This is an optimization exercise on Yosys and OpenROAD, whose aim is small area, not a production implementation.
Only simulation tests tie the RTL to the original design; equivalence was not proved.
Power and IR drop assume default switching activity.

--- run.sh ---
#!/bin/bash
# synth_recipe.tcl (not shown) runs the flow's synth.tcl, then flattens the netlist and writes it again
# the make line also repeats each setting of config.mk as NAME=value (left out here)
make -C /OpenROAD-flow-scripts/flow DESIGN_CONFIG=/design/flow/config.mk WORK_HOME=/design/flow/orfs CLKGATE_MAP_FILE= SYNTH_SCRIPT=/design/flow/synth_recipe.tcl finish
--- config.mk ---
export PLATFORM = sky130hd
export DESIGN_NAME = aes_req_arbiter
export DESIGN_NICKNAME = aes_req_arbiter
export VERILOG_FILES = /design/flow/design.v
export SDC_FILE = /design/flow/constraint.sdc
export NUM_CORES = 4
export LEC_CHECK = 0
export CAP_MARGIN = 20
export CORE_AREA = 10 10 590 590
export DIE_AREA = 0 0 600 600
export SLEW_MARGIN = 20
--- constraint.sdc ---
create_clock -name core_clock -period 7.0 [get_ports {clock}]
set_input_delay 1.4000 -clock core_clock [delete_from_list [all_inputs] [get_ports {clock}]]
set_output_delay 1.4000 -clock core_clock [all_outputs]
set_load 0.01 [all_outputs]
--- design.v ---
package def_pkg;
  localparam int BLOCK_W = 128;
  typedef logic [BLOCK_W-1:0] block;
endpackage
module aes_rsp_fifo
#(
  parameter int DEPTH = 8,
  parameter int WIDTH = 130
) (
  input  logic                     clock,
  input  logic                     reset_n,
  input  logic                     push,
  input  logic [WIDTH-1:0]         push_data,
  input  logic                     pop,
  output logic [WIDTH-1:0]         pop_data,
  output logic                     valid
);
  logic [WIDTH-1:0] mem [DEPTH];
  logic [DEPTH-1:0] wr_oh;
  logic [DEPTH-1:0] rd_oh;
  logic [DEPTH-1:0] rd_next;
  assign rd_next = {rd_oh[DEPTH-2:0], rd_oh[DEPTH-1]};
  always_comb begin
    pop_data = '0;
    for (int i = 0; i < DEPTH; i++)
      pop_data = pop_data | (mem[i] & {WIDTH{rd_oh[i]}});
  end
  always_ff @(posedge clock) begin
    for (int i = 0; i < DEPTH; i++)
      if (push && wr_oh[i]) mem[i] <= push_data;
  end
  always_ff @(posedge clock or negedge reset_n) begin
    if (!reset_n) begin
      wr_oh <= DEPTH'(1);
      rd_oh <= DEPTH'(1);
      valid <= 1'b0;
    end else begin
      if (push) wr_oh <= {wr_oh[DEPTH-2:0], wr_oh[DEPTH-1]};
      if (pop)  rd_oh <= rd_next;
      if (push)                           valid <= 1'b1;
      else if (pop && rd_next == wr_oh)   valid <= 1'b0;
    end
  end
endmodule
import def_pkg::*;
module aes_req_arbiter
#(
  parameter int N_REQ      = 4,
  parameter int LATENCY    = 41,
  parameter int FIFO_DEPTH = 8
) (
  input  logic                          clock,
  input  logic                          reset_n,
  input  logic [N_REQ-1:0]              i_req_valid,
  input  logic [N_REQ*BLOCK_W-1:0]      i_req_state,
  input  logic [N_REQ*BLOCK_W-1:0]      i_req_key,
  output logic [N_REQ-1:0]              o_req_ready,
  output logic                          o_core_tx_en,
  output logic [BLOCK_W-1:0]            o_core_state,
  output logic [BLOCK_W-1:0]            o_core_key,
  input  logic                          i_core_tx_en,
  input  logic [BLOCK_W-1:0]            i_core_state,
  output logic                          o_rsp_valid,
  output logic [$clog2(N_REQ)-1:0]      o_rsp_id,
  output logic [BLOCK_W-1:0]            o_rsp_state,
  input  logic                          i_rsp_ready,
  output logic [$clog2(FIFO_DEPTH):0]   o_outstanding,
  output logic                          o_err
);
  localparam int ID_W  = $clog2(N_REQ);
  localparam int CNT_W = $clog2(FIFO_DEPTH) + 1;
  localparam int PTR_W = $clog2(FIFO_DEPTH);
  logic [ID_W-1:0]    rr_ptr;
  logic [ID_W-1:0]    gnt_id;
  logic               gnt_any;
  logic               credit_ok;
  logic [BLOCK_W-1:0] gnt_state;
  logic [BLOCK_W-1:0] gnt_key;
  logic [LATENCY-1:0] tag_v;
  logic               expect_rsp;
  logic               push;
  logic               pop;
  logic [ID_W-1:0]    iq     [FIFO_DEPTH];
  logic [PTR_W-1:0]   iq_wp;
  logic [PTR_W-1:0]   iq_rp;
  assign credit_ok = ~o_outstanding[CNT_W-1];
  always_comb begin
    gnt_any     = 1'b0;
    gnt_id      = '0;
    o_req_ready = '0;
    for (int i = 0; i < N_REQ; i++) begin
      logic [ID_W-1:0] idx_b;
      idx_b = rr_ptr + ID_W'(i);
      if (!gnt_any && i_req_valid[idx_b] && credit_ok && reset_n) begin
        gnt_any = 1'b1;
        gnt_id  = idx_b;
      end
    end
    if (gnt_any) o_req_ready[gnt_id] = 1'b1;
  end
  always_comb begin
    gnt_state = '0;
    gnt_key   = '0;
    for (int r = 0; r < N_REQ; r++) begin
      if (o_req_ready[r]) begin
        gnt_state = gnt_state | i_req_state[r*BLOCK_W +: BLOCK_W];
        gnt_key   = gnt_key   | i_req_key[r*BLOCK_W +: BLOCK_W];
      end
    end
  end
  always_ff @(posedge clock) begin
    o_core_state <= gnt_state;
    o_core_key   <= gnt_key;
  end
  always_ff @(posedge clock or negedge reset_n) begin
    if (!reset_n) begin
      rr_ptr       <= '0;
      o_core_tx_en <= 1'b0;
      tag_v        <= '0;
    end else begin
      if (gnt_any) rr_ptr <= gnt_id + ID_W'(1);
      o_core_tx_en <= gnt_any;
      tag_v        <= {tag_v[LATENCY-2:0], o_core_tx_en};
    end
  end
  assign expect_rsp = tag_v[LATENCY-1];
  always_ff @(posedge clock) begin
    if (gnt_any) iq[iq_wp] <= gnt_id;
  end
  always_ff @(posedge clock or negedge reset_n) begin
    if (!reset_n) begin
      iq_wp <= '0;
      iq_rp <= '0;
    end else begin
      if (gnt_any)    iq_wp <= iq_wp + PTR_W'(1);
      if (expect_rsp) iq_rp <= iq_rp + PTR_W'(1);
    end
  end
  assign push = i_core_tx_en & expect_rsp;
  assign pop  = o_rsp_valid & i_rsp_ready;
  always_ff @(posedge clock or negedge reset_n) begin
    if (!reset_n) begin
      o_err         <= 1'b0;
      o_outstanding <= '0;
    end else begin
      if (i_core_tx_en != expect_rsp) o_err <= 1'b1;
      if (gnt_any && !pop)      o_outstanding <= o_outstanding + CNT_W'(1);
      else if (!gnt_any && pop) o_outstanding <= o_outstanding - CNT_W'(1);
    end
  end
  aes_rsp_fifo #(
    .DEPTH (FIFO_DEPTH),
    .WIDTH (ID_W + BLOCK_W)
  ) u_rsp_fifo (
    .clock     (clock),
    .reset_n   (reset_n),
    .push      (push),
    .push_data ({iq[iq_rp], i_core_state}),
    .pop       (pop),
    .pop_data  ({o_rsp_id, o_rsp_state}),
    .valid     (o_rsp_valid)
  );
endmodule
==> results of run 1 <==
## sequential cells by signal (all words and copies together), names as in the netlist
| name | flops |
|---|---|
| o_core_tx_en | 1 |
| u_rsp_fifo.wr_oh | 8 |
| iq_rp | 3 |
| u_rsp_fifo.valid | 1 |
| o_err | 1 |
| o_outstanding | 4 |
| iq_wp | 3 |
| o_core_key | 128 |
| u_rsp_fifo.rd_oh | 8 |
| o_core_state | 128 |
| rr_ptr | 2 |
| iq | 16 |
| tag_v | 41 |
| u_rsp_fifo.mem | 1040 |
## worst reg2reg max path, delay by kind of cell, from the launching register on
| family | cells | cell delay, ns |
|---|---|---|
| compound gates | 3 | 1.75 |
| buf+inv | 2 | 1.01 |
| flops | 1 | 0.67 |
| mux | 1 | 0.67 |
| simple gates | 1 | 0.49 |
| fa+ha+maj | 1 | 0.25 |
## cell type report
class,count,area [um^2],share of cell area
clock buffer,217,4510,0.0584
tap,4387,5490,0.0711
multi-input combinational,1547,11100,0.143
inverter,4,15.0,0.000195
sequential,1384,38700,0.501
clock inverter,81,807,0.0105
antenna,99,248,0.00321
timing repair buffer,1631,16400,0.212
## placed cells by master (no fill, tap or decap), types with 6 or more instances in the layout
master           instances
clkbuf_1                38
bufinv_16                9
clkdlybuf4s50_1       1534
dfxtp_1                256
buf_4                   69
clkinvlp_4               6
clkbuf_16              169
dfrtp_4                  7
nand4_1                131
a21oi_1                255
clkinv_2                30
buf_12                  24
dfrtp_1                 63
and2_4                   8
clkbuf_8                10
a22oi_1               1032
nor3_1                   6
xnor2_1                  6
xor2_1                   9
edfxtp_1              1056
mux2_2                  22
ha_1                     6
diode_2                 99
clkinv_1                19
## power by group through the flow
stage	Sequential (uW)	Combinational, uW	Clock [uW]
global placement	12100	7820	0
detailed placement	12000	7850	0
CTS	11900	7880	8890
global route	11800	7980	9150
floorplan	10500	2340	0
finish	11800	7660	8640
## routing by layer
metal  global-route usage  vias to the layer above
li1                     -                    16496
met1                0.245                    20491
met2                0.358                     2474
met3               0.0483                      695
met4               0.0904                       48
met5                    0                        -
## cells by family after synthesis
group | share of synthesized area
compound gates | 0.181
xor+xnor | 0.00259
fa+ha+maj | 0.00286
buf+inv | 0.0234
flops | 0.761
mux | 0.00810
simple gates | 0.0215
## per-stage QoR
stage	std cells	worst slack (ns)	utilization	instance area, um^2
after floorplan	3207	1.41	-	50800
after global placement	8952	0.740	0.214	71600
after detailed placement	8953	0.782	0.214	71600
after CTS	9251	1.04	0.230	76900
after global routing	9314	0.847	0.231	77100
final	9350	1.01	0.231	77200
## worst paths after layout
path / cells after the start / to / slack (ns)
max in group asynchronous: 2 / tag_v[18] / 5.35
min: 0 / tag_v[19] / 0.33
min reg2reg: 0 / tag_v[19] / 0.33
max: 7 / o_req_ready[0] / 1.01
max reg2reg: 8 / o_core_state[57] / 1.97
min in group asynchronous: 1 / o_err / 0.51
==> impl_metrics.tcl, run 1 <==
set metrics [dict create \
    top_layer "met5" \
    drtIter0Drc 4400 \
    drt_pass1_iterations 6 \
    crit_chain "clkdlybuf4s50_1 -> mux4_2 -> a21boi_0 -> o31ai_1 -> ha_4 -> and2_1 -> clkdlybuf4s50_1" \
    async_reset_ff_frac 0.0520 \
    fmax_mhz 167 \
    cts_root_buf "clkbuf_16" \
    p_sw_frac 0.380 \
    syn_inst 3207 \
    wl_mm 394 \
    outcome "no timing/DRC/antenna violations" \
    num_vias 40204 \
    ys_seq_elements 1384 \
    worst_hold_slack_ns 0.328 \
    cp_data_required_time_ns 5.60 \
    core_area_um2 334000 \
    drcViolationCount 0 \
    cts_tree "done" \
    syn-num-nets 4378 \
    critPathMaxStageDelay_ns 0.72 \
    vias_per_cell 4.30 \
    finalSetupTns_ns 0 \
    finClkSkew_ns 0.0620 \
    die_w_um 600 \
    crit_path_top_delay_cell "o31ai_1" \
    gp_congestion 0.974 \
    critPathLaunchType "primary input" \
    p_sw_uw 10700 \
    setup_viol 0 \
    netlist.area_leader.share 0.624 \
    ir_drop_v 0.000355 \
    rsz0062_at_grt "no" \
    cellLeakagePower_uw 0.0245 \
    holdBufCountCts 0 \
    worst_path_dominant_cell_family "buffers and inverters" \
    syn_area_per_cell_um2 15.8 \
    clock_path_buffers 4 \
    min_period_ns 5.99 \
    report.final.slew_viol_count 0 \
    cp_num_buf_inv 2 \
    synth_edf_count 1056 \
    startpoint "i_req_valid[1]" \
    arrival_ns 4.59 \
    die_h_um 600 \
    routed-wl-met2_mm 193 \
    grt_max_degree 112 \
    cts_setup_buffers 0 \
    clockPowerShare 0.307 \
    hold_viol_final 0 \
    crit_type "in2out" \
    synthFlopType "edfxtp_1" \
    grt_use_total 0.207 \
    grt_pass1_vias 39703 \
    routedWlPerCell_um 42.2 \
    r2r_start "rr_ptr[0]" \
    syn_area_um2 50800 \
    cts-resized-gates 0 \
    grt_antenna_before_repair 266 \
    dp_hpwl_mm 313 \
    grt-ovfl-total 0 \
    numCtsBuffers 167 \
    port_buffers 1556 \
    p_total_uw 28100 \
    rows 212 \
    clkTransAtPathRegs_ns 0.06 \
    yosysWarnings 3 \
    route.met3.wl_mm 28.5 \
    clock_latency_ns 0.87 \
    worst_pin_slew_ns 1.10 \
    drtAntennaViolNets 0 \
    start_util 0.152 \
    hold_path_class "reg2reg" \
    synth_top_area_cell "edfxtp_1" \
    maxCapViolCount 0 \
    pwr-share-seq 0.420 \
    post-synth-top-count-cell "edfxtp_1" \
    drive_gt1_frac 0.0810 \
    fillers 35126 \
    dieArea_um2 360000 \
    ys_types 47 \
    pwr-share-comb 0.273 \
    path_max_fanout 8 \
    areaGrowthSynthToFinish_pct 51.9 \
    htree_levels 4 \
    wl_met1_mm 151 \
    worstHoldStart "tag_v[18]" \
    p_int_uw 17400 \
    finalCritPeriodShare 0.856 \
    ios 1557 \
    ys_seq_area_frac 0.761 \
    grt_pass1_wl_mm 480 \
    powerDensity_nw_per_um2 364 \
    synth_common_cells "1056 x edfxtp_1, 1032 x a22oi_1, 259 x a21oi_1" \
    synth.area.top_cells "edfxtp_1 62%, a22oi_1 15%, dfxtp_1 10%" \
    cts.sinks 1384 \
    crit_path_end_kind "output port" \
    finalNetCount 5906 \
    slew_headroom 0.266 \
    worst_path_most_repeated_cell "clkdlybuf4s50_1" \
]
==> run 2, diff against run 1 <==
==> flow/run.sh (new file) <==
#!/bin/bash
# Standard ORFS layout, with every port buffered by the smallest buffer cell.
set -euo pipefail
export BUFFER_PORTS_ARGS="-buffer_cell sky130_fd_sc_hd__buf_1"
bash standard.sh > standard_flow.log 2>&1
==> standard.sh (new file) <==
#!/bin/bash
# synth_recipe.tcl (not shown) runs the flow's synth.tcl, then flattens the netlist and writes it again
# the make line also repeats each setting of config.mk as NAME=value (left out here)
make -C /OpenROAD-flow-scripts/flow DESIGN_CONFIG=/design/flow/config.mk WORK_HOME=/design/flow/orfs CLKGATE_MAP_FILE= SYNTH_SCRIPT=/design/flow/synth_recipe.tcl "${@:-finish}"
--- a/config.mk
+++ b/config.mk
@@ -6,6 +6,6 @@
 export NUM_CORES = 4
 export LEC_CHECK = 0
 export CAP_MARGIN = 20
-export CORE_AREA = 10 10 590 590
-export DIE_AREA = 0 0 600 600
+export CORE_AREA = 5 5 355 355
+export DIE_AREA = 0 0 360 360
 export SLEW_MARGIN = 20
removed: run.sh
==> impl_metrics.tcl, run 2 <==
set metrics [dict create \
    outcome "aborted with a tool error" \
    haltStage "3_2_place_iop" \
    firstError "[ERROR PPL-0024] Number of IO pins (1557) exceeds maximum number of available positions (1300). Increase the die perimeter from 1440.00um to 2117.52um." \
    synth.area.top_cells "edfxtp_1 62%, a22oi_1 15%, dfxtp_1 10%" \
    syn_area_per_cell_um2 15.8 \
    ys_seq_area_frac 0.761 \
    ys_types 47 \
    syn_area_um2 50800 \
    synthFlopType "edfxtp_1" \
    ys_seq_elements 1384 \
    synth_edf_count 1056 \
    synth_common_cells "1056 x edfxtp_1, 1032 x a22oi_1, 259 x a21oi_1" \
    syn-num-nets 4378 \
    synth_top_area_cell "edfxtp_1" \
    yosysWarnings 3 \
    rows 128 \
    die_h_um 360 \
    die_w_um 360 \
    syn_inst 3207 \
    post-synth-top-count-cell "edfxtp_1" \
    async_reset_ff_frac 0.0520 \
    netlist.area_leader.share 0.624 \
    start_util 0.417 \
]
## run 2: cells by family after synthesis
group	count (synthesis)	synth area share
DFF	1384	0.761
AOI/OAI and AO/OA	1311	0.181
buffers and inverters	276	0.0234
and+or+nand+nor	178	0.0215
muxes	32	0.00810
xor gates and xnor gates	15	0.00259
adders and majority gates	11	0.00286
==> run 3, diff against run 2 <==
--- a/config.mk
+++ b/config.mk
@@ -6,6 +6,9 @@
 export NUM_CORES = 4
 export LEC_CHECK = 0
 export CAP_MARGIN = 20
-export CORE_AREA = 5 5 355 355
-export DIE_AREA = 0 0 360 360
+export CORE_AREA = 5 5 445 445
+export CTS_BUF_LIST = sky130_fd_sc_hd__clkbuf_8
+export CTS_CLUSTER_DIAMETER = 40
+export CTS_CLUSTER_SIZE = 12
+export DIE_AREA = 0 0 450 450
 export SLEW_MARGIN = 20
==> impl_metrics.tcl, run 3 <==
set metrics [dict create \
    grt_pass1_wl_mm 473 \
    finalCritPeriodShare 0.815 \
    worst_pin_slew_ns 1.26 \
    layout_commonest_cell "buf_1" \
    grt_pass1_vias 39352 \
    synth.area.top_cells "edfxtp_1 62%, a22oi_1 15%, dfxtp_1 10%" \
    numCtsBuffers 218 \
    finalSetupTns_ns 0 \
    holdBufCountCts 0 \
    synthFlopType "edfxtp_1" \
    grt-ovfl-total 0 \
    report.final.slew_viol_count 0 \
    hold_viol_final 0 \
    min_period_ns 5.70 \
    drive_gt1_frac 0.103 \
    synth_edf_count 1056 \
    hold_end "tag_v[35]" \
    htree_levels 4 \
    yosysWarnings 3 \
    syn-num-nets 4378 \
    critPathLaunchType "register" \
    multiInputGateArea_um2 11000 \
    vias_per_cell 5.68 \
    core_area_um2 193000 \
    die_w_um 450 \
    synth_top_area_cell "edfxtp_1" \
    ys_seq_elements 1384 \
    hold-path-cell-count 0 \
    r2r_end "o_core_state[4]" \
    syn_area_um2 50800 \
    drt_pass1_iterations 8 \
    arrival_ns 4.30 \
    seqCellArea_um2 38700 \
    rsz0062_at_grt "no" \
    cellLeakagePower_uw 0.0204 \
    grt_use_total 0.367 \
    fillers 19255 \
    path_max_fanout 27 \
    syn_inst 3207 \
    crit_type "reg2out" \
    wl_mm 388 \
    crit_path_end_kind "output port" \
    drcViolationCount 0 \
    cts-resized-gates 0 \
    powerDensity_nw_per_um2 406 \
    ys_types 47 \
    dpl_cell_area_um2 59400 \
    outcome "no timing/DRC/antenna violations" \
    gp_congestion 1.07 \
    clkTransAtPathRegs_ns 0.08 \
    ios 1557 \
    dp_hpwl_mm 311 \
    async_reset_ff_frac 0.0520 \
    clock_path_buffers 3 \
    worstHoldStart "tag_v[34]" \
    grt_antenna_before_repair 290 \
    die_h_um 450 \
    syn_area_per_cell_um2 15.8 \
    areaGrowthSynthToFinish_pct 27.8 \
    finClkSkew_ns 0.125 \
    r2r_start "rr_ptr[0]" \
    cts_setup_buffers 0 \
    cts.sinks 1384 \
    largest_reg_flops 1040 \
    most-common-layout-cells "1521 x buf_1, 1056 x edfxtp_1, 1032 x a22oi_1, 259 x a21oi_1, 256 x dfxtp_1" \
    start_util 0.264 \
    clock_latency_ns 1.00 \
    num_vias 42958 \
    rows 161 \
    slew_headroom 0.161 \
    finalNetCount 5930 \
    design_area_um2 64900 \
    post-synth-top-count-cell "edfxtp_1" \
    worstRegToRegCells 9 \
    p_total_uw 26400 \
    drtIter0Drc 6361 \
    top_regs "u_rsp_fifo.mem: 1040 flops, o_core_key: 128 flops, o_core_state: 128 flops" \
    cts_tree "done" \
    maxCapViolCount 0 \
    drtAntennaViolNets 0 \
    hold_path_class "reg2reg" \
    largest-register "u_rsp_fifo.mem" \
    cp_data_required_time_ns 5.60 \
    netlist.area_leader.share 0.624 \
    ys_seq_area_frac 0.761 \
    ir_drop_v 0.000280 \
    grt_max_degree 139 \
    regToRegSetupSlack_ns 2.22 \
    routedWlPerCell_um 51.2 \
    fmax_mhz 175 \
    synth_common_cells "1056 x edfxtp_1, 1032 x a22oi_1, 259 x a21oi_1" \
    dieArea_um2 203000 \
    port_buffers 1556 \
    cts_root_buf "clkbuf_8" \
    setup_viol 0 \
]
## run 3: cell counts after synthesis
Identical to the previous run, type by type.
## run 3: per-stage QoR
| stage | utilization | std cells | setup WS, ns | hold WS, ns |
|---|---|---|---|---|
| detailed placement | 0.309 | 7065 | 1.44 | 0.336 |
| global placement | 0.309 | 7065 | 1.51 | 0.336 |
| global route | 0.336 | 7521 | 1.08 | 0.341 |
| floorplan | - | 3207 | 1.41 | 0.331 |
| CTS | 0.336 | 7469 | 1.25 | 0.333 |
| finish | 0.337 | 7563 | 1.30 | 0.338 |
## run 3: area by class of cell
class / count / area share
timing repair buffer: 1604 / 0.101
sequential: 1384 / 0.596
multi-input combinational: 1547 / 0.170
clock buffer: 233 / 0.0494
clock inverter: 171 / 0.0308
antenna: 94 / 0.00362
inverter: 4 / 0.000231
tap: 2526 / 0.0487
## run 3: worst max path at each step
| stage | from | end | slack [ns] |
|---|---|---|---|
| final | rr_ptr[0] | o_req_ready[1] | 1.30 |
| after detailed placement | i_req_valid[3] | o_core_key[94] | 1.44 |
| after global routing | rr_ptr[0] | o_req_ready[1] | 1.08 |
| after global placement | i_req_valid[3] | o_req_ready[1] | 1.51 |
| after floorplan | i_core_tx_en | u_rsp_fifo.mem[0][0] | 1.41 |
| after CTS | rr_ptr[0] | o_req_ready[1] | 1.25 |
## run 3: per-layer routing
layer / GRT usage / wire length, um
met3: 0.220 / 63300
met5: 0 / 933
met1: 0.448 / 143000
met2: 0.534 / 164000
met4: 0.130 / 16400
## run 3: where the power goes
group / total (uW) / internal, uW / switching [uW]
Sequential: 10600 / 9720 / 862
Clock: 8170 / 4310 / 3850
Combinational: 7630 / 1530 / 6090
Total: 26400 / 15600 / 10800
## run 3: critical path: stages, from the launching register on
cell	delay [ns]
dfrtp_1	0.63
mux4_2	0.67
a31o_1	0.27
o21ai_1	0.20
o31a_1	0.51
ha_4	0.55
and2_1	0.25
buf_1	0.17
## run 3: kinds of logic (layout without fill, tap and decap cells)
family | after synthesis | in the layout | synth area share
AOI/OAI and AO/OA | 1311 | 1311 | 0.181
xor gates and xnor gates | 15 | 15 | 0.00259
adders and majority gates | 11 | 11 | 0.00286
buffers and inverters | 276 | 2012 | 0.0234
DFF | 1384 | 1384 | 0.761
muxes | 32 | 32 | 0.00810
other | 0 | 94 | 0
and+or+nand+nor | 178 | 178 | 0.0215
==> run 4, diff against run 3 <==
--- a/config.mk
+++ b/config.mk
@@ -7,8 +7,8 @@
 export LEC_CHECK = 0
 export CAP_MARGIN = 20
 export CORE_AREA = 5 5 445 445
-export CTS_BUF_LIST = sky130_fd_sc_hd__clkbuf_8
-export CTS_CLUSTER_DIAMETER = 40
-export CTS_CLUSTER_SIZE = 12
+export CTS_BUF_LIST = sky130_fd_sc_hd__clkbuf_16
+export CTS_CLUSTER_DIAMETER = 100
+export CTS_CLUSTER_SIZE = 20
 export DIE_AREA = 0 0 450 450
 export SLEW_MARGIN = 20
==> impl_metrics.tcl, run 4 <==
set metrics [dict create \
    numCtsBuffers 86 \
    hold_viol_final 0 \
    synthFlopType "edfxtp_1" \
    grt_use_total 0.365 \
    num_vias 42103 \
    cts_tree "done" \
    ys_seq_area_frac 0.761 \
    setup_viol 0 \
    routedWlPerCell_um 52.7 \
    netlist.area_leader.share 0.624 \
    finalNetCount 5798 \
    htree_levels 3 \
    cts_root_buf "clkbuf_16" \
    ys_seq_elements 1384 \
    cellLeakagePower_uw 0.0192 \
    report.final.slew_viol_count 0 \
    start_util 0.264 \
    finClkSkew_ns 0.0259 \
    slew_headroom 0.149 \
    cts_setup_buffers 0 \
    drtIter0Drc 5897 \
    grt_max_degree 139 \
    grt-ovfl-total 0 \
    crit_path_end_kind "output port" \
    gp_congestion 1.07 \
    synthMuxAreaShare 0.00810 \
    worst_pin_slew_ns 1.28 \
    port_buffers 1556 \
    crit_path_top_delay_cell "mux4_2" \
    drt_pass1_iterations 7 \
    largest-register "u_rsp_fifo.mem" \
    fmax_mhz 180 \
    ir_drop_v 0.000275 \
    fin_util 0.324 \
    clkTransAtPathRegs_ns 0.09 \
    min_period_ns 5.56 \
    synth_xor_area_frac 0.00259 \
    top_regs "u_rsp_fifo.mem: 1040 flops, o_core_key: 128 flops, o_core_state: 128 flops" \
    path_max_fanout 27 \
    crit_type "in2out" \
    drive_gt1_frac 0.0516 \
    holdBufCountCts 0 \
    cp_data_required_time_ns 5.60 \
    critPathLaunchType "primary input" \
    synth.area.top_cells "edfxtp_1 62%, a22oi_1 15%, dfxtp_1 10%" \
    dieArea_um2 203000 \
    crit_chain "buf_1 -> mux4_2 -> a31o_1 -> o21ai_1 -> o31a_1 -> ha_4 -> and2_1 -> buf_1" \
    synth_top_area_cell "edfxtp_1" \
    synth_top_family_by_area "compound AO/OA/AOI/OAI gates" \
    async_reset_ff_frac 0.0520 \
    synth_simple_gate_area_frac 0.0215 \
    worst_path_most_repeated_cell "buf_1" \
    dp_worst_setup_slack_ns 1.44 \
    worst_slack_ns 1.44 \
    vias_per_cell 5.75 \
    most-common-layout-cells "1521 x buf_1, 1056 x edfxtp_1, 1032 x a22oi_1, 259 x a21oi_1, 256 x dfxtp_1" \
    rsz0062_at_grt "no" \
    maxCapViolCount 0 \
    wl_mm 386 \
    syn_area_per_cell_um2 15.8 \
    grt_antenna_before_repair 278 \
    clock_path_buffers 3 \
    rows 161 \
    yosysWarnings 3 \
    core_area_um2 193000 \
    synth-compound-area-share 0.181 \
    grt_pass1_vias 38046 \
    finalCritPeriodShare 0.794 \
    finalSetupTns_ns 0 \
    drtAntennaViolNets 0 \
    placedCellCount 7065 \
    syn-num-nets 4378 \
    dp_hpwl_mm 311 \
    outcome "no timing/DRC/antenna violations" \
    post-synth-top-count-cell "edfxtp_1" \
    cts-resized-gates 0 \
    powerDensity_nw_per_um2 379 \
    ios 1557 \
    synth_edf_count 1056 \
    ys_types 47 \
    die_h_um 450 \
    grt_pass1_wl_mm 470 \
    syn_area_um2 50800 \
    drcViolationCount 0 \
    cts.sinks 1384 \
    yosys.area_share.adder 0.00286 \
    clock_latency_ns 0.74 \
    synth_common_cells "1056 x edfxtp_1, 1032 x a22oi_1, 259 x a21oi_1" \
    hold_path_class "reg2reg" \
    p_total_uw 23600 \
    die_w_um 450 \
    critPathMaxStageDelay_ns 0.61 \
    arrival_ns 4.16 \
    layout_commonest_cell "buf_1" \
    areaGrowthSynthToFinish_pct 22.8 \
    largest_reg_flops 1040 \
    syn_inst 3207 \
    fin_cells 7318 \
]
-- run 4: cell counts after synthesis --
No cell type changed its count.
-- run 4: layout make-up --
cell class	count	area, um^2
Clock buffer	89	2230
Antenna cell	106	265
Clock inverter	58	405
Fill cell	19366	130000
Timing Repair Buffer	1604	6560
Sequential cell	1384	38700
Multi-Input combinational cell	1547	11000
Inverter	4	15.0
Tap cell	2526	3160
-- run 4: cell families after synthesis --
logic type	Yosys count
compound gates	1311
simple gates	178
buf+inv	276
xor+xnor	15
fa+ha+maj	11
mux	32
flops	1384
-- run 4: metal layers --
layer | vias up | share of wire | GRT usage | wire length (um)
met4 | 134 | 0.052 | 0.145 | 20100
met1 | 21845 | 0.37 | 0.450 | 144000
li1 | 16199 | - | - | -
met3 | 705 | 0.16 | 0.211 | 60700
met2 | 3220 | 0.42 | 0.525 | 160000
met5 | - | 0.0023 | 0 | 898
-- run 4: final timing paths --
check | start | endpoint | slack (ns) | cells after the start
max | i_req_valid[3] | o_req_ready[1] | 1.44 | 8
min | tag_v[4] | tag_v[5] | 0.35 | 0
max reg2reg | rr_ptr[0] | o_core_key[94] | 2.29 | 9
min reg2reg | tag_v[4] | tag_v[5] | 0.35 | 0
max in group asynchronous | reset_n | u_rsp_fifo.rd_oh[4] | 5.34 | 2
min in group asynchronous | reset_n | o_outstanding[1] | 0.93 | 2
-- run 4: power by group --
group	switching (uW)	internal [uW]
logic	6140	1530
clock network	3000	2370
registers	865	9710
total	10000	13600
-- run 4: critical path: cells and delay by family --
family,cells,cell delay [ns]
compound gates,3,0.99
mux,1,0.61
fa+ha+maj,1,0.54
buf+inv,2,0.34
simple gates,1,0.25
-- run 4: metrics by stage --
step                      hold WS, ns  instance area [um^2]
after floorplan                 0.331                 50800
after global placement          0.336                 59400
after detailed placement        0.336                 59400
after CTS                       0.350                 62100
after global routing            0.359                 62200
final                           0.350                 62400
==> run 5, diff against run 4 <==
--- a/config.mk
+++ b/config.mk
@@ -5,10 +5,10 @@
 export SDC_FILE = /design/flow/constraint.sdc
 export NUM_CORES = 4
 export LEC_CHECK = 0
-export CAP_MARGIN = 20
+export CAP_MARGIN = 0
 export CORE_AREA = 5 5 445 445
 export CTS_BUF_LIST = sky130_fd_sc_hd__clkbuf_16
 export CTS_CLUSTER_DIAMETER = 100
 export CTS_CLUSTER_SIZE = 20
 export DIE_AREA = 0 0 450 450
-export SLEW_MARGIN = 20
+export SLEW_MARGIN = 0
==> impl_metrics.tcl, run 5 <==
set metrics [dict create \
    outcome "finished with violations" \
    check-failures "antenna rules" \
    grt_pass1_wl_mm 470 \
    vias_per_cell 5.74 \
    ys_types 47 \
    die_h_um 450 \
    multiInputGateArea_um2 11000 \
    htree_levels 3 \
    wl_mm 386 \
    hold-path-cell-count 0 \
    ys_seq_area_frac 0.761 \
    worstHoldStart "tag_v[4]" \
    largest_reg_flops 1040 \
    cts-resized-gates 0 \
    hold_end "tag_v[5]" \
    drcViolationCount 0 \
    start_util 0.264 \
    pwr-share-comb 0.324 \
    core_area_um2 193000 \
    port_buffers 1556 \
    largest-register "u_rsp_fifo.mem" \
    dp_worst_setup_slack_ns 1.44 \
    p_sw_frac 0.424 \
    async_reset_ff_frac 0.0520 \
    top_regs "u_rsp_fifo.mem: 1040 flops, o_core_key: 128 flops, o_core_state: 128 flops" \
    die_w_um 450 \
    areaGrowthSynthToFinish_pct 22.7 \
    crit_type "in2out" \
    critPathMaxStageDelay_ns 0.60 \
    regToRegSetupSlack_ns 2.26 \
    p_total_uw 23600 \
    cellLeakagePower_uw 0.0192 \
    dieArea_um2 203000 \
    grt_pass1_vias 38046 \
    syn_area_um2 50800 \
    clkTransAtPathRegs_ns 0.09 \
    syn_inst 3207 \
    crit_chain "buf_1 -> mux4_2 -> nor4_1 -> o31a_1 -> ha_4 -> and2_1 -> buf_1" \
    grt-ovfl-total 0 \
    most-common-layout-cells "1525 x buf_1, 1056 x edfxtp_1, 1032 x a22oi_1, 259 x a21oi_1, 256 x dfxtp_1" \
    cp_data_required_time_ns 5.60 \
    slew_headroom 0.154 \
    r2r_end "o_core_state[5]" \
    clock_latency_ns 0.74 \
    min_period_ns 5.56 \
    fmax_mhz 180 \
    holdBufCountCts 0 \
    cp_num_buf_inv 2 \
    powerDensity_nw_per_um2 379 \
    finalSetupTns_ns 0 \
    numCtsBuffers 86 \
    synthFlopType "edfxtp_1" \
    synth.area.top_cells "edfxtp_1 62%, a22oi_1 15%, dfxtp_1 10%" \
    rsz0062_at_grt "no" \
    critPathLaunchType "primary input" \
    ys_seq_elements 1384 \
    netlist.area_leader.share 0.624 \
    top_layer "met5" \
    syn_area_per_cell_um2 15.8 \
    p_int_uw 13600 \
    wl_met1_mm 142 \
    post-synth-top-count-cell "edfxtp_1" \
    crit_path_end_kind "output port" \
    worstRegToRegCells 8 \
    cts_setup_buffers 0 \
    path_max_fanout 27 \
    drtIter0Drc 5872 \
    drtAntennaViolNets 1 \
    rows 161 \
    hold_viol_final 0 \
    pwr-share-seq 0.448 \
    syn-num-nets 4378 \
    gp_congestion 1.07 \
    grt_use_total 0.365 \
    fin_util 0.324 \
    worst_path_most_repeated_cell "buf_1" \
    fillers 19361 \
    finalCritPeriodShare 0.795 \
    synth_top_area_cell "edfxtp_1" \
    setup_viol 0 \
    num_vias 41983 \
    cts_tree "done" \
    worst_path_dominant_cell_family "simple AND/OR/NAND/NOR gates" \
    worst_slack_ns 1.44 \
    worst_hold_slack_ns 0.350 \
    worst_pin_slew_ns 1.27 \
    hold_path_class "reg2reg" \
    synth_common_cells "1056 x edfxtp_1, 1032 x a22oi_1, 259 x a21oi_1" \
    drive_gt1_frac 0.0508 \
    ir_drop_v 0.000275 \
    cts_root_buf "clkbuf_16" \
    crit_path_top_delay_cell "mux4_2" \
    clockPowerShare 0.228 \
    synth_edf_count 1056 \
    layout_commonest_cell "buf_1" \
    grt_max_degree 139 \
    yosysWarnings 3 \
    drt_pass1_iterations 8 \
    r2r_start "rr_ptr[0]" \
    maxCapViolCount 0 \
    routedWlPerCell_um 52.7 \
    report.final.slew_viol_count 0 \
    route.met3.wl_mm 62.1 \
    clock_path_buffers 3 \
    routed-wl-met2_mm 160 \
    p_sw_uw 10000 \
    finClkSkew_ns 0.0267 \
    ios 1557 \
    finalNetCount 5798 \
    seqCellArea_um2 38700 \
    cts.sinks 1384 \
    dp_hpwl_mm 311 \
    grt_antenna_before_repair 278 \
    arrival_ns 4.16 \
]
## run 5: cell counts after synthesis
No cell type changed its count.
## run 5: stage by stage
step | std cells | instance area (um^2)
after detailed placement | 7065 | 59400
after global routing | 7262 | 62200
after global placement | 7065 | 59400
after CTS | 7212 | 62100
final | 7312 | 62300
after floorplan | 3207 | 50800
## run 5: worst max path at each step
stage,from,end,depth (start not counted),slack [ns]
final,i_req_valid[2],o_req_ready[1],7,1.44
after global routing,i_req_valid[3],o_req_ready[1],8,1.34
after CTS,i_req_valid[3],o_req_ready[1],8,1.46
after detailed placement,i_req_valid[3],o_core_key[94],10,1.44
after global placement,i_req_valid[3],o_req_ready[1],8,1.51
after floorplan,i_core_tx_en,u_rsp_fifo.mem[0][0],4,1.41
## run 5: layer usage
layer  up-vias  global-route usage
met5         -                   0
met4       138               0.145
met3       721               0.211
met2      3199               0.525
met1     21731               0.450
li1      16194                   -
## run 5: worst register-to-register path, stage by stage, from the launching register on
cell and delay [ns]:
dfrtp_1 0.63, mux4_2 0.68, nor4_1 0.49, o31a_1 0.53, ha_4 0.54, buf_12 0.47, buf_4 0.87, a22oi_1 0.25
a21oi_1 0.21
## run 5: power by group through the flow
stage / registers [uW] / clock network, uW / logic, uW
3_5_place_dp: 10700 / 0 / 7370
5_1_grt: 10600 / 5720 / 7820
2_1_floorplan: 10500 / 0 / 2340
4_1_cts: 10600 / 5440 / 7390
3_3_place_gp: 10700 / 0 / 7330
6_report: 10600 / 5380 / 7650
## run 5: cell families after synthesis
| kind of cell | synth area share |
|---|---|
| buffers and inverters | 0.0234 |
| flip-flops | 0.761 |
| AND/OR/NAND/NOR | 0.0215 |
| XOR/XNOR | 0.00259 |
| adder cells (fa/ha/maj) | 0.00286 |
| multiplexers | 0.00810 |
| AO/OA/AOI/OAI | 0.181 |
## run 5: area by class of cell
type	count	share of cell area
diodes	100	0.00401
well taps	2526	0.0507
repair buffers	1604	0.105
flip-flops and latches	1384	0.620
clock inverters	58	0.00650
inverters	4	0.000241
multi-input cells	1547	0.177
clock buffers	89	0.0357
==> run 6, diff against run 5 <==
--- a/config.mk
+++ b/config.mk
@@ -8,7 +8,7 @@
 export CAP_MARGIN = 0
 export CORE_AREA = 5 5 445 445
 export CTS_BUF_LIST = sky130_fd_sc_hd__clkbuf_16
-export CTS_CLUSTER_DIAMETER = 100
-export CTS_CLUSTER_SIZE = 20
+export CTS_CLUSTER_DIAMETER = 120
+export CTS_CLUSTER_SIZE = 22
 export DIE_AREA = 0 0 450 450
 export SLEW_MARGIN = 0
==> impl_metrics.tcl, run 6 <==
set metrics [dict create \
    outcome "no timing/DRC/antenna violations" \
    numCtsBuffers 78 \
    hold_viol_final 0 \
    top_regs "u_rsp_fifo.mem: 1040 flops, o_core_key: 128 flops, o_core_state: 128 flops" \
    slew_headroom 0.159 \
    dieArea_um2 203000 \
    post-synth-top-count-cell "edfxtp_1" \
    largest-register "u_rsp_fifo.mem" \
    core_area_um2 193000 \
    synth_common_cells "1056 x edfxtp_1, 1032 x a22oi_1, 259 x a21oi_1" \
    cts_setup_buffers 0 \
    htree_levels 3 \
    critPathLaunchType "primary input" \
    most-common-layout-cells "1525 x buf_1, 1056 x edfxtp_1, 1032 x a22oi_1, 259 x a21oi_1, 256 x dfxtp_1" \
    finalNetCount 5790 \
    fin_cells 7311 \
    hold_path_class "reg2reg" \
    port_buffers 1556 \
    wl_mm 385 \
    worstRegToRegCells 9 \
    setup_viol 0 \
    synthFlopType "edfxtp_1" \
    layout_commonest_cell "buf_1" \
    netlist.area_leader.share 0.624 \
    ys_types 47 \
    finalSetupTns_ns 0 \
    grt_antenna_before_repair 285 \
    route.met3.wl_mm 62.7 \
    clock_latency_ns 0.72 \
    arrival_ns 4.15 \
    async_reset_ff_frac 0.0520 \
    top_layer "met5" \
    rsz0062_at_grt "no" \
    grt_pass1_wl_mm 468 \
    hold-path-cell-count 0 \
    synth_edf_count 1056 \
    report.final.slew_viol_count 0 \
    startpoint "i_req_valid[3]" \
    endpoint "o_req_ready[1]" \
    finalCritPeriodShare 0.793 \
    grt_pass1_vias 38008 \
    ys_seq_area_frac 0.761 \
    drive_gt1_frac 0.0484 \
    die_w_um 450 \
    p_total_uw 23200 \
    grt-ovfl-total 0 \
    placedCellCount 7065 \
    cts-resized-gates 0 \
    start_util 0.264 \
    syn_inst 3207 \
    regToRegSetupSlack_ns 2.27 \
    wl_met1_mm 142 \
    design_area_um2 62100 \
    cts_tree "done" \
    dp_hpwl_mm 311 \
    fmax_mhz 180 \
    cellLeakagePower_uw 0.0190 \
    cts.sinks 1384 \
    areaGrowthSynthToFinish_pct 22.2 \
    yosysWarnings 3 \
    clock_path_buffers 3 \
    clkTransAtPathRegs_ns 0.09 \
    syn_area_per_cell_um2 15.8 \
    finClkSkew_ns 0.0408 \
    drt_pass1_iterations 6 \
    holdBufCountCts 0 \
    rows 161 \
    cp_data_required_time_ns 5.60 \
    ys_seq_elements 1384 \
    worst_pin_slew_ns 1.27 \
    die_h_um 450 \
    crit_type "in2out" \
    path_max_fanout 27 \
    synth_top_area_cell "edfxtp_1" \
    min_period_ns 5.55 \
    crit_path_end_kind "output port" \
    vias_per_cell 5.75 \
    syn_area_um2 50800 \
    routed-wl-met2_mm 160 \
    maxCapViolCount 0 \
    grt_use_total 0.365 \
    r2r_start "rr_ptr[0]" \
    syn-num-nets 4378 \
    drtAntennaViolNets 0 \
    num_vias 42074 \
    fillers 19404 \
    grt_max_degree 139 \
    ir_drop_v 0.000275 \
    r2r_end "o_core_key[94]" \
    synth.area.top_cells "edfxtp_1 62%, a22oi_1 15%, dfxtp_1 10%" \
    drcViolationCount 0 \
    ios 1557 \
    dpl_cell_area_um2 59400 \
    gp_congestion 1.07 \
    powerDensity_nw_per_um2 374 \
    drtIter0Drc 5996 \
    largest_reg_flops 1040 \
    cts_root_buf "clkbuf_16" \
    routedWlPerCell_um 52.7 \
]
-- run 6: routing by layer --
metal | up-vias | global-route usage
li1 | 16181 | -
met1 | 21894 | 0.447
met2 | 3147 | 0.519
met3 | 716 | 0.218
met4 | 136 | 0.150
met5 | - | 0
-- run 6: worst max-delay path: stages --
cell and delay (ns):
buf_1 0.17, mux4_2 0.60, a31o_1 0.27, o21ai_1 0.20, o31a_1 0.52, ha_4 0.54
and2_1 0.25, buf_1 0.17
-- run 6: kinds of logic after synthesis --
group / synth area share
AOI/OAI and AO/OA: 0.181
xor gates and xnor gates: 0.00259
DFF: 0.761
adders and majority gates: 0.00286
and+or+nand+nor: 0.0215
muxes: 0.00810
buffers and inverters: 0.0234
-- run 6: final cells by class --
| type | instances | area (um^2) | share of cell area |
|---|---|---|---|
| flip-flops and latches | 1384 | 38700 | 0.623 |
| multi-input cells | 1547 | 11000 | 0.178 |
| repair buffers | 1604 | 6560 | 0.106 |
| well taps | 2526 | 3160 | 0.0509 |
| clock buffers | 79 | 1980 | 0.0318 |
| clock inverters | 55 | 372 | 0.00599 |
| diodes | 112 | 280 | 0.00451 |
| inverters | 4 | 15.0 | 0.000242 |
-- run 6: power by group --
| part | total, uW | leakage (uW) | internal [uW] | switching, uW |
|---|---|---|---|---|
| Combinational | 7640 | 0.00526 | 1530 | 6120 |
| Clock | 5020 | 0.00128 | 2120 | 2900 |
| Sequential | 10600 | 0.0125 | 9710 | 868 |
| Total | 23200 | 0.0190 | 13400 | 9890 |
-- run 6: worst min path at each step --
stage / startpoint / endpoint / slack [ns]
finish: tag_v[30] / tag_v[31] / 0.34
global route: tag_v[18] / tag_v[19] / 0.36
CTS: tag_v[4] / tag_v[5] / 0.35
detailed placement: tag_v[20] / tag_v[21] / 0.34
global placement: tag_v[2] / tag_v[3] / 0.34
floorplan: tag_v[9] / tag_v[10] / 0.33
-- run 6: stage by stage --
stage	hold WS [ns]	worst slack, ns	utilization
floorplan	0.331	1.41	-
global placement	0.336	1.51	0.309
detailed placement	0.336	1.44	0.309
CTS	0.354	1.46	0.321
finish	0.344	1.45	0.322
global route	0.360	1.33	0.322
==> run 7, diff against run 6 <==
==> config.mk (replaced) <==
export PLATFORM = sky130hd
export DESIGN_NAME = aes_req_arbiter
export DESIGN_NICKNAME = aes_req_arbiter
export VERILOG_FILES = /design/flow/design.v
export SDC_FILE = /design/flow/constraint.sdc
export NUM_CORES = 4
export LEC_CHECK = 0
export CAP_MARGIN = 20
export CORE_AREA = 5 5 445 445
export CTS_BUF_LIST = sky130_fd_sc_hd__clkbuf_16
export CTS_CLUSTER_DIAMETER = 50
export CTS_CLUSTER_SIZE = 20
export DIE_AREA = 0 0 450 450
export SLEW_MARGIN = 20
==> impl_metrics.tcl, run 7 <==
set metrics [dict create \
    cts_setup_buffers 0 \
    die_h_um 450 \
    r2r_end "o_core_key[94]" \
    post-synth-top-count-cell "edfxtp_1" \
    fillers 19194 \
    regToRegSetupSlack_ns 2.20 \
    min_period_ns 5.56 \
    hold_end "tag_v[16]" \
    largest-register "u_rsp_fifo.mem" \
    finalCritPeriodShare 0.795 \
    vias_per_cell 5.67 \
    worst_pin_slew_ns 1.40 \
    cp_data_required_time_ns 5.60 \
    most-common-layout-cells "1521 x buf_1, 1056 x edfxtp_1, 1032 x a22oi_1, 259 x a21oi_1, 256 x dfxtp_1" \
    ys_seq_elements 1384 \
    core_area_um2 193000 \
    cp_num_buf_inv 2 \
    hold-path-cell-count 0 \
    numCtsBuffers 150 \
    top_regs "u_rsp_fifo.mem: 1040 flops, o_core_key: 128 flops, o_core_state: 128 flops" \
    drt_pass1_iterations 8 \
    synth_common_cells "1056 x edfxtp_1, 1032 x a22oi_1, 259 x a21oi_1" \
    grt_pass1_wl_mm 470 \
    drtIter0Drc 5895 \
    synth_top_area_cell "edfxtp_1" \
    grt_antenna_before_repair 284 \
    gp_congestion 1.07 \
    largest_reg_flops 1040 \
    path_max_fanout 27 \
    holdBufCountCts 0 \
    num_vias 42259 \
    dpl_cell_area_um2 59400 \
    syn_area_per_cell_um2 15.8 \
    multiInputGateArea_um2 11000 \
    fin_util 0.337 \
    worst_path_most_repeated_cell "buf_1" \
    areaGrowthSynthToFinish_pct 27.9 \
    wl_mm 387 \
    rows 161 \
    crit_type "in2out" \
    synthFlopType "edfxtp_1" \
    synth_edf_count 1056 \
    clock_path_buffers 3 \
    grt_use_total 0.367 \
    ys_types 47 \
    layout_commonest_cell "buf_1" \
    clock_latency_ns 0.80 \
    yosysWarnings 3 \
    synth.area.top_cells "edfxtp_1 62%, a22oi_1 15%, dfxtp_1 10%" \
    fmax_mhz 180 \
    seqCellArea_um2 38700 \
    syn_area_um2 50800 \
    powerDensity_nw_per_um2 410 \
    drtAntennaViolNets 0 \
    worstHoldStart "tag_v[15]" \
    outcome "no timing/DRC/antenna violations" \
    cts_tree "done" \
    worst_path_dominant_cell_family "compound AO/OA/AOI/OAI gates" \
    async_reset_ff_frac 0.0520 \
    dieArea_um2 203000 \
    crit_path_end_kind "output port" \
    crit_path_top_delay_cell "mux4_2" \
    rsz0062_at_grt "no" \
    die_w_um 450 \
    ios 1557 \
    ys_seq_area_frac 0.761 \
    drive_gt1_frac 0.0822 \
    critPathLaunchType "primary input" \
    syn_inst 3207 \
    grt-ovfl-total 0 \
    port_buffers 1556 \
    worstRegToRegCells 9 \
    routedWlPerCell_um 51.9 \
    maxCapViolCount 0 \
    report.final.slew_viol_count 0 \
    p_total_uw 26700 \
    htree_levels 4 \
    critPathMaxStageDelay_ns 0.61 \
    cts.sinks 1384 \
    crit_chain "buf_1 -> mux4_2 -> a31o_1 -> o21ai_1 -> o31a_1 -> ha_4 -> and2_1 -> buf_1" \
    start_util 0.264 \
    dp_hpwl_mm 311 \
    finalNetCount 5863 \
    syn-num-nets 4378 \
    drcViolationCount 0 \
    grt_max_degree 139 \
    finClkSkew_ns 0.0613 \
    setup_viol 0 \
    clkTransAtPathRegs_ns 0.08 \
    design_area_um2 65000 \
    finalSetupTns_ns 0 \
    hold_path_class "reg2reg" \
    arrival_ns 4.16 \
    hold_viol_final 0 \
    worst_hold_slack_ns 0.352 \
    r2r_start "rr_ptr[0]" \
    netlist.area_leader.share 0.624 \
    cts-resized-gates 0 \
    cellLeakagePower_uw 0.0203 \
    ir_drop_v 0.000286 \
    cts_root_buf "clkbuf_16" \
    slew_headroom 0.0718 \
    grt_pass1_vias 38687 \
]
[run 7: cell counts after synthesis]
Identical to the previous run, type by type.
[run 7: cell families (layout without fill, tap and decap cells)]
kind of cell / Yosys count / after routing / synth area share
AOI/OAI and AO/OA: 1311 / 1311 / 0.181
xor gates and xnor gates: 15 / 15 / 0.00259
adders and majority gates: 11 / 11 / 0.00286
buffers and inverters: 276 / 1886 / 0.0234
DFF: 1384 / 1384 / 0.761
muxes: 32 / 32 / 0.00810
other: 0 / 112 / 0
and+or+nand+nor: 178 / 178 / 0.0215
[run 7: worst reg2reg max path: stages, from the launching register on]
cell	delay, ns
dfrtp_1	0.63
mux4_2	0.68
a31o_1	0.27
o21ai_1	0.21
o31a_1	0.50
ha_4	0.54
buf_12	0.48
buf_4	0.88
a22oi_1	0.24
a21oi_1	0.25
[run 7: how the worst max path moves through the flow]
stage / startpoint / end / slack, ns / depth (start not counted)
3_3_place_gp: i_req_valid[3] / o_req_ready[1] / 1.51 / 8
6_report: i_req_valid[3] / o_req_ready[1] / 1.44 / 8
5_1_grt: i_req_valid[3] / o_req_ready[1] / 1.34 / 8
2_1_floorplan: i_core_tx_en / u_rsp_fifo.mem[0][0] / 1.41 / 4
4_1_cts: i_req_valid[3] / o_req_ready[1] / 1.46 / 8
3_5_place_dp: i_req_valid[3] / o_core_key[94] / 1.44 / 10
[run 7: power by group]
| part | switching [uW] | internal (uW) | leakage, uW |
|---|---|---|---|
| combinational | 6170 | 1540 | 0.00528 |
| sequential | 882 | 9720 | 0.0125 |
| clock | 3840 | 4520 | 0.00256 |
[run 7: per-layer routing]
metal	global-route usage	vias up	wire length (um)
li1	-	16433	-
met1	0.424	21680	136000
met2	0.513	3240	159000
met3	0.256	756	68900
met4	0.171	150	21300
met5	0.0263	-	1570
[run 7: cell type report]
| class | instances | share of cell area |
|---|---|---|
| clock buffer | 153 | 0.0589 |
| tap | 2526 | 0.0486 |
| timing repair buffer | 1605 | 0.101 |
| inverter | 4 | 0.000231 |
| antenna | 112 | 0.00431 |
| sequential | 1384 | 0.595 |
| multi-input combinational | 1547 | 0.170 |
| clock inverter | 124 | 0.0217 |
[run 7: per-stage QoR]
stage | cells | worst slack [ns]
after detailed placement | 7065 | 1.44
after global placement | 7065 | 1.51
after global routing | 7416 | 1.34
after CTS | 7342 | 1.46
after floorplan | 3207 | 1.41
final | 7455 | 1.44
==> run 8, diff against run 7 <==
==> flow/run.sh (replaced) <==
#!/bin/bash
# Standard ORFS layout, with every port buffered by the smallest buffer cell.
# IO pins go on the top and bottom edges (met2), one routing track apart.
set -euo pipefail
export BUFFER_PORTS_ARGS="-buffer_cell sky130_fd_sc_hd__buf_1"
export PLACE_PINS_ARGS="-min_distance 1 -min_distance_in_tracks -exclude left:* -exclude right:*"
bash standard.sh > standard_flow.log 2>&1
==> config.mk (replaced) <==
export PLATFORM = sky130hd
export DESIGN_NAME = aes_req_arbiter
export DESIGN_NICKNAME = aes_req_arbiter
export VERILOG_FILES = /design/flow/design.v
export SDC_FILE = /design/flow/constraint.sdc
export NUM_CORES = 4
export LEC_CHECK = 0
export CAP_MARGIN = 20
export CORE_AREA = 5 5 435 245
export CTS_BUF_LIST = sky130_fd_sc_hd__clkbuf_4 sky130_fd_sc_hd__clkbuf_8
export CTS_CLUSTER_DIAMETER = 60
export CTS_CLUSTER_SIZE = 30
export DIE_AREA = 0 0 440 250
export SLEW_MARGIN = 20
==> impl_metrics.tcl, run 8 <==
set metrics [dict create \
    yosysWarnings 3 \
    holdBufCountCts 0 \
    syn-num-nets 4378 \
    ys_seq_elements 1384 \
    synth_common_cells "1056 x edfxtp_1, 1032 x a22oi_1, 259 x a21oi_1" \
    grt_max_degree 188 \
    cts_setup_buffers 0 \
    synth-compound-area-share 0.181 \
    synth_simple_gate_area_frac 0.0215 \
    numCtsBuffers 58 \
    syn_area_um2 50800 \
    synth_top_family_by_area "compound AO/OA/AOI/OAI gates" \
    die_w_um 440 \
    start_util 0.494 \
    async_reset_ff_frac 0.0520 \
    outcome "aborted with a tool error" \
    rows 88 \
    ys_seq_area_frac 0.761 \
    clock_path_buffers 3 \
    die_h_um 250 \
    syn_area_per_cell_um2 15.8 \
    synthMuxAreaShare 0.00810 \
    grt_pass1_wl_mm 366 \
    synth_edf_count 1056 \
    grt_pass1_vias 40909 \
    cts_root_buf "clkbuf_8" \
    firstError "[ERROR GRT-0116] Global routing finished with congestion. Check the congestion regions in the DRC Viewer." \
    haltStage "5_1_grt" \
    cts-resized-gates 0 \
    synthFlopType "edfxtp_1" \
    ys_types 47 \
    dp_hpwl_mm 206 \
    post-synth-top-count-cell "edfxtp_1" \
    synth_xor_area_frac 0.00259 \
    gp_congestion 1.23 \
    synth_top_area_cell "edfxtp_1" \
    port_buffers 1556 \
    grt_use_total 0.504 \
    netlist.area_leader.share 0.624 \
    htree_levels 2 \
    yosys.area_share.adder 0.00286 \
    synth.area.top_cells "edfxtp_1 62%, a22oi_1 15%, dfxtp_1 10%" \
    ios 1557 \
    grt-ovfl-total 16 \
    syn_inst 3207 \
    cts.sinks 1384 \
]
-- run 8: worst max path at each step --
stage | from | to | slack, ns
after global placement | i_req_valid[3] | o_req_ready[1] | 1.61
after CTS | i_req_valid[3] | o_req_ready[1] | 1.56
after detailed placement | i_req_valid[3] | o_req_ready[1] | 1.56
after floorplan | i_core_tx_en | u_rsp_fifo.mem[0][0] | 1.41
-- run 8: cells by family after synthesis --
kind of cell             Yosys count
AND/OR/NAND/NOR                  178
buffers and inverters            276
adder cells (fa/ha/maj)           11
AO/OA/AOI/OAI                   1311
multiplexers                      32
XOR/XNOR                          15
flip-flops                      1384
-- run 8: power groups by stage --
| stage | sequential [uW] | clock (uW) | combinational, uW |
|---|---|---|---|
| 2_1_floorplan | 10500 | 0 | 2340 |
| 3_3_place_gp | 11300 | 0 | 4920 |
| 3_5_place_dp | 11300 | 0 | 4950 |
| 4_1_cts | 11100 | 3670 | 4960 |
-- run 8: stage by stage --
stage | cells | instance area, um^2 | setup slack, ns
4_1_cts | 6030 | 59200 | 1.56
3_5_place_dp | 5921 | 57800 | 1.56
3_3_place_gp | 5921 | 57800 | 1.61
2_1_floorplan | 3207 | 50800 | 1.41
-- run 8: per-layer routing --
metal / GRT overflow / GRT usage
met4: 6 / 0.658
met5: 0 / 0.0279
met1: 0 / 0.504
met2: 10 / 0.747
met3: 0 / 0.152
==> run 9, diff against run 8 <==
--- a/config.mk
+++ b/config.mk
@@ -7,8 +7,8 @@
 export LEC_CHECK = 0
 export CAP_MARGIN = 20
 export CORE_AREA = 5 5 435 245
-export CTS_BUF_LIST = sky130_fd_sc_hd__clkbuf_4 sky130_fd_sc_hd__clkbuf_8
-export CTS_CLUSTER_DIAMETER = 60
-export CTS_CLUSTER_SIZE = 30
+export CTS_BUF_LIST = sky130_fd_sc_hd__clkbuf_8
+export CTS_CLUSTER_DIAMETER = 100
+export CTS_CLUSTER_SIZE = 50
 export DIE_AREA = 0 0 440 250
 export SLEW_MARGIN = 20
==> impl_metrics.tcl, run 9 <==
set metrics [dict create \
    synth_xor_area_frac 0.00259 \
    die_w_um 440 \
    rows 88 \
    ys_seq_area_frac 0.761 \
    grt_use_total 0.502 \
    grt-ovfl-total 15 \
    syn-num-nets 4378 \
    numCtsBuffers 34 \
    syn_area_per_cell_um2 15.8 \
    yosys.area_share.adder 0.00286 \
    outcome "aborted with a tool error" \
    haltStage "5_1_grt" \
    clock_path_buffers 3 \
    yosysWarnings 3 \
    die_h_um 250 \
    dp_hpwl_mm 206 \
    holdBufCountCts 0 \
    grt_pass1_wl_mm 364 \
    cts_setup_buffers 0 \
    port_buffers 1556 \
    synth_top_family_by_area "compound AO/OA/AOI/OAI gates" \
    htree_levels 2 \
    syn_inst 3207 \
    synth_edf_count 1056 \
    grt_max_degree 188 \
    synth_common_cells "1056 x edfxtp_1, 1032 x a22oi_1, 259 x a21oi_1" \
    gp_congestion 1.23 \
    start_util 0.494 \
    ios 1557 \
    cts-resized-gates 0 \
    syn_area_um2 50800 \
    ys_seq_elements 1384 \
    synth.area.top_cells "edfxtp_1 62%, a22oi_1 15%, dfxtp_1 10%" \
    synth_top_area_cell "edfxtp_1" \
    netlist.area_leader.share 0.624 \
    synthMuxAreaShare 0.00810 \
    synth-compound-area-share 0.181 \
    synthFlopType "edfxtp_1" \
    firstError "[ERROR GRT-0116] Global routing finished with congestion. Check the congestion regions in the DRC Viewer." \
    grt_pass1_vias 40591 \
    async_reset_ff_frac 0.0520 \
    cts.sinks 1384 \
    ys_types 47 \
    synth_simple_gate_area_frac 0.0215 \
    cts_root_buf "clkbuf_8" \
    post-synth-top-count-cell "edfxtp_1" \
]
## run 9: layer usage
| layer | GRT overflow | GRT usage |
|---|---|---|
| met1 | 0 | 0.498 |
| met2 | 12 | 0.749 |
| met3 | 0 | 0.151 |
| met4 | 3 | 0.650 |
| met5 | 0 | 0.0392 |
## run 9: logic make-up after synthesis
kind of cell	after synthesis
adder cells (fa/ha/maj)	11
AND/OR/NAND/NOR	178
multiplexers	32
AO/OA/AOI/OAI	1311
flip-flops	1384
XOR/XNOR	15
buffers and inverters	276
## run 9: power groups by stage
stage,clock network [uW],registers [uW],logic (uW)
after CTS,2810,11100,4960
after global placement,0,11300,4920
after detailed placement,0,11300,4950
after floorplan,0,10500,2340
## run 9: worst max-delay path by stage
stage | end | slack [ns] | cells past startpoint
CTS | o_req_ready[1] | 1.53 | 7
floorplan | u_rsp_fifo.mem[0][0] | 1.41 | 4
detailed placement | o_req_ready[1] | 1.56 | 8
global placement | o_req_ready[1] | 1.61 | 8
## run 9: metrics by stage
| step | area [um^2] | total power [uW] | setup slack (ns) | cells | utilization |
|---|---|---|---|---|---|
| after floorplan | 50800 | 12800 | 1.41 | 3207 | - |
| after CTS | 58400 | 18900 | 1.53 | 5982 | 0.568 |
| after detailed placement | 57800 | 16300 | 1.56 | 5921 | 0.562 |
| after global placement | 57800 | 16300 | 1.61 | 5921 | 0.562 |
==> run 10, diff against run 9 <==
--- a/design.v
+++ b/design.v
@@ -98,14 +98,25 @@
     end
     if (gnt_any) o_req_ready[gnt_id] = 1'b1;
   end
+  logic [N_REQ-1:0] sel;
+  always_comb begin
+    for (int r = 0; r < N_REQ; r++) begin
+      sel[r] = i_req_valid[r];
+      for (int k = 1; k < N_REQ; k++) begin
+        logic [ID_W-1:0] j;
+        logic [ID_W-1:0] span;
+        j    = ID_W'(r) - ID_W'(k);
+        span = ID_W'(r) - rr_ptr;
+        if (ID_W'(k) <= span) sel[r] = sel[r] & ~i_req_valid[j];
+      end
+    end
+  end
   always_comb begin
     gnt_state = '0;
     gnt_key   = '0;
     for (int r = 0; r < N_REQ; r++) begin
-      if (o_req_ready[r]) begin
-        gnt_state = gnt_state | i_req_state[r*BLOCK_W +: BLOCK_W];
-        gnt_key   = gnt_key   | i_req_key[r*BLOCK_W +: BLOCK_W];
-      end
+      gnt_state = gnt_state | (i_req_state[r*BLOCK_W +: BLOCK_W] & {BLOCK_W{sel[r]}});
+      gnt_key   = gnt_key   | (i_req_key[r*BLOCK_W +: BLOCK_W] & {BLOCK_W{sel[r]}});
     end
   end
   always_ff @(posedge clock) begin
==> flow/run.sh (replaced) <==
#!/bin/bash
# Standard ORFS layout, with every port buffered by the smallest buffer cell.
set -euo pipefail
export BUFFER_PORTS_ARGS="-buffer_cell sky130_fd_sc_hd__buf_1"
bash standard.sh > standard_flow.log 2>&1
==> config.mk (replaced) <==
export PLATFORM = sky130hd
export DESIGN_NAME = aes_req_arbiter
export DESIGN_NICKNAME = aes_req_arbiter
export VERILOG_FILES = /design/flow/design.v
export SDC_FILE = /design/flow/constraint.sdc
export NUM_CORES = 4
export LEC_CHECK = 0
export CAP_MARGIN = 20
export CORE_AREA = 5 5 445 445
export CTS_BUF_LIST = sky130_fd_sc_hd__clkbuf_16
export CTS_CLUSTER_DIAMETER = 120
export CTS_CLUSTER_SIZE = 22
export DIE_AREA = 0 0 450 450
export PLACE_DENSITY = 0.8
export SLEW_MARGIN = 20
==> impl_metrics.tcl, run 10 <==
set metrics [dict create \
    htree_levels 3 \
    p_total_uw 21400 \
    ys_seq_elements 1384 \
    largest-register "u_rsp_fifo.mem" \
    critPathLaunchType "register" \
    pwr-share-seq 0.494 \
    worst_path_most_repeated_cell "ha_1" \
    synthFlopType "edfxtp_1" \
    top_regs "u_rsp_fifo.mem: 1040 flops, o_core_key: 128 flops, o_core_state: 128 flops" \
    num_vias 39939 \
    finClkSkew_ns 0.0862 \
    start_util 0.263 \
    p_int_uw 13300 \
    clock_path_buffers 3 \
    cp_data_required_time_ns 5.60 \
    crit_path_end_kind "output port" \
    ys_seq_area_frac 0.762 \
    syn_area_um2 50700 \
    cellLeakagePower_uw 0.0196 \
    crit_path_top_delay_cell "dfrtp_1" \
    grt_antenna_before_repair 240 \
    dieArea_um2 203000 \
    dp_hpwl_mm 299 \
    worst_pin_slew_ns 1.22 \
    setup_viol 0 \
    synth_top_area_cell "edfxtp_1" \
    path_max_fanout 15 \
    port_buffers 1556 \
    worst_hold_slack_ns 0.338 \
    synth_common_cells "1056 x edfxtp_1, 520 x a22oi_1, 257 x a22o_1" \
    grt_pass1_wl_mm 442 \
    cts_tree "done" \
    cts-resized-gates 0 \
    areaGrowthSynthToFinish_pct 22.7 \
    hold_viol_final 0 \
    rows 161 \
    pwr-share-comb 0.259 \
    outcome "no timing/DRC/antenna violations" \
    syn-num-nets 4130 \
    crit_type "reg2out" \
    clock_latency_ns 0.77 \
    grt_pass1_vias 37018 \
    drtIter0Drc 6407 \
    cts.sinks 1384 \
    ys_types 50 \
    ios 1557 \
    numCtsBuffers 82 \
    cts_setup_buffers 0 \
    drt_pass1_iterations 6 \
    maxCapViolCount 0 \
    rsz0062_at_grt "no" \
    vias_per_cell 5.61 \
    crit_chain "inv_1 -> ha_1 -> or3b_2 -> a2bb2oi_1 -> o32ai_1 -> o211a_1 -> ha_1 -> and2_1 -> buf_1" \
    p_sw_frac 0.380 \
    fmax_mhz 173 \
    powerDensity_nw_per_um2 344 \
    largest_reg_flops 1040 \
    drtAntennaViolNets 0 \
    wl_mm 366 \
    p_sw_uw 8130 \
    drcViolationCount 0 \
    grt_max_degree 118 \
    finalCritPeriodShare 0.828 \
    finalSetupTns_ns 0 \
    routedWlPerCell_um 51.4 \
    clockPowerShare 0.247 \
    die_w_um 450 \
    netlist.area_leader.share 0.625 \
    grt_use_total 0.345 \
    gp_congestion 1.10 \
    arrival_ns 4.39 \
    dp_worst_setup_slack_ns 1.85 \
    slew_headroom 0.187 \
    drive_gt1_frac 0.0463 \
    grt-ovfl-total 0 \
    async_reset_ff_frac 0.0520 \
    critPathMaxStageDelay_ns 0.77 \
    layout_commonest_cell "buf_1" \
    ir_drop_v 0.000234 \
    min_period_ns 5.79 \
    clkTransAtPathRegs_ns 0.09 \
    worst_slack_ns 1.21 \
    syn_area_per_cell_um2 17.2 \
    cts_root_buf "clkbuf_16" \
    most-common-layout-cells "1549 x buf_1, 1056 x edfxtp_1, 520 x a22oi_1, 257 x a22o_1" \
    holdBufCountCts 0 \
    hold_path_class "reg2reg" \
    synth.area.top_cells "edfxtp_1 63%, dfxtp_1 10%, a22oi_1 7.7%" \
    finalNetCount 5569 \
    report.final.slew_viol_count 0 \
    post-synth-top-count-cell "edfxtp_1" \
    yosysWarnings 3 \
    core_area_um2 193000 \
    synth_edf_count 1056 \
    syn_inst 2951 \
    die_h_um 450 \
]
[run 10: changes by cell type after synthesis, moves of 4 or more]
cell | before | now
ha_1 | 10 | 18
clkbuf_1 | 236 | 145
nand2_1 | 5 | 14
a22o_1 | 0 | 257
o31ai_1 | 4 | 0
a221o_1 | 0 | 256
a22oi_1 | 1032 | 520
buf_4 | 19 | 5
a21oi_1 | 259 | 4
buf_6 | 10 | 27
buf_2 | 3 | 59
[run 10: per-layer routing]
layer / routed length, um / global-route usage
met4: 47600 / 0.351
met1: 108000 / 0.337
met5: 337 / 0
met3: 33600 / 0.0884
met2: 177000 / 0.581
[run 10: final cells by class]
| cell class | count | area [um^2] |
|---|---|---|
| diodes | 142 | 355 |
| clock buffers | 82 | 2050 |
| clock inverters | 63 | 597 |
| fillers | 18925 | 130000 |
| inverters | 5 | 18.8 |
| multi-input cells | 1319 | 10900 |
| flip-flops and latches | 1384 | 38700 |
| well taps | 2526 | 3160 |
| repair buffers | 1598 | 6460 |
[run 10: critical path: cells and delay by family (launching register included)]
| family | cells | cell delay, ns |
|---|---|---|
| compound gates | 3 | 0.81 |
| simple gates | 2 | 0.67 |
| fa+ha+maj | 2 | 0.80 |
| buf+inv | 2 | 0.57 |
| flops | 1 | 0.77 |
[run 10: cells by family after synthesis]
logic type | Yosys count | share of synthesized area
compound gates | 1059 | 0.176
xor+xnor | 15 | 0.00259
fa+ha+maj | 19 | 0.00484
buf+inv | 248 | 0.0242
flops | 1384 | 0.762
mux | 30 | 0.00745
simple gates | 196 | 0.0233
[run 10: path summary, 6_finish.rpt]
kind | depth (start not counted) | from | end | slack, ns
setup / recovery | 9 | rr_ptr[0] | o_req_ready[1] | 1.21
hold / removal | 0 | tag_v[28] | tag_v[29] | 0.34
setup reg to reg | 6 | rr_ptr[0] | o_core_key[8] | 2.85
hold reg to reg | 0 | tag_v[28] | tag_v[29] | 0.34
max in group asynchronous | 3 | reset_n | tag_v[20] | 5.33
min in group asynchronous | 2 | reset_n | u_rsp_fifo.rd_oh[3] | 0.69
[run 10: stage by stage]
| stage | cell area (um^2) | util | instances |
|---|---|---|---|
| floorplan | 50700 | - | 2951 |
| global placement | 59200 | 0.307 | 6831 |
| detailed placement | 59200 | 0.307 | 6831 |
| global route | 62100 | 0.322 | 7065 |
| CTS | 61800 | 0.321 | 6976 |
| finish | 62200 | 0.323 | 7119 |
[run 10: power groups by stage]
| stage | clock, uW | combinational, uW | sequential (uW) |
|---|---|---|---|
| CTS | 5350 | 5620 | 10600 |
| detailed placement | 0 | 5590 | 10800 |
| finish | 5290 | 5550 | 10600 |
| floorplan | 0 | 1710 | 10300 |
| global placement | 0 | 5570 | 10800 |
| global route | 5660 | 5510 | 10600 |

-- re-timing with driven ports --
Ports are ideal in the flow. The routed layouts listed here were re-timed in OpenROAD. Step 1: set_driving_cell puts a clkbuf_16 on clock and a buf_2 on each other input, an assumption about the parent block. Step 2 adds t to the input delays and takes it off the output delays; t is the mean of the earliest and latest rising clock arrival at the registers after step 1. Input paths then give back, and output paths get back, about the clock's delay inside the block. Three values: ideal, step 1, step 2; two values: the first two.
run | t, ns | slack for setup (ns) | worst register clock-pin slew, ns
run 1 | 0.912 | 1.006 / 0.932 / 0.601 | 0.07 / 0.07
run 3 | 1.036 | 1.296 / 1.205 / 1.359 | 0.08 / 0.08
run 4 | 0.821 | 1.444 / 1.392 / 1.356 | 0.11 / 0.11
run 5 | 0.822 | 1.436 / 1.383 / 1.338 | 0.11 / 0.11
run 6 | 0.802 | 1.448 / 1.404 / 1.357 | 0.11 / 0.11
run 7 | 0.867 | 1.436 / 1.391 / 1.297 | 0.08 / 0.08
run 10 | 0.823 | 1.207 / 1.111 / 1.660 | 0.11 / 0.11
For run 1, which loses most, drivers alone change the setup slack by -0.074 ns; drivers and shift together by -0.405 ns.
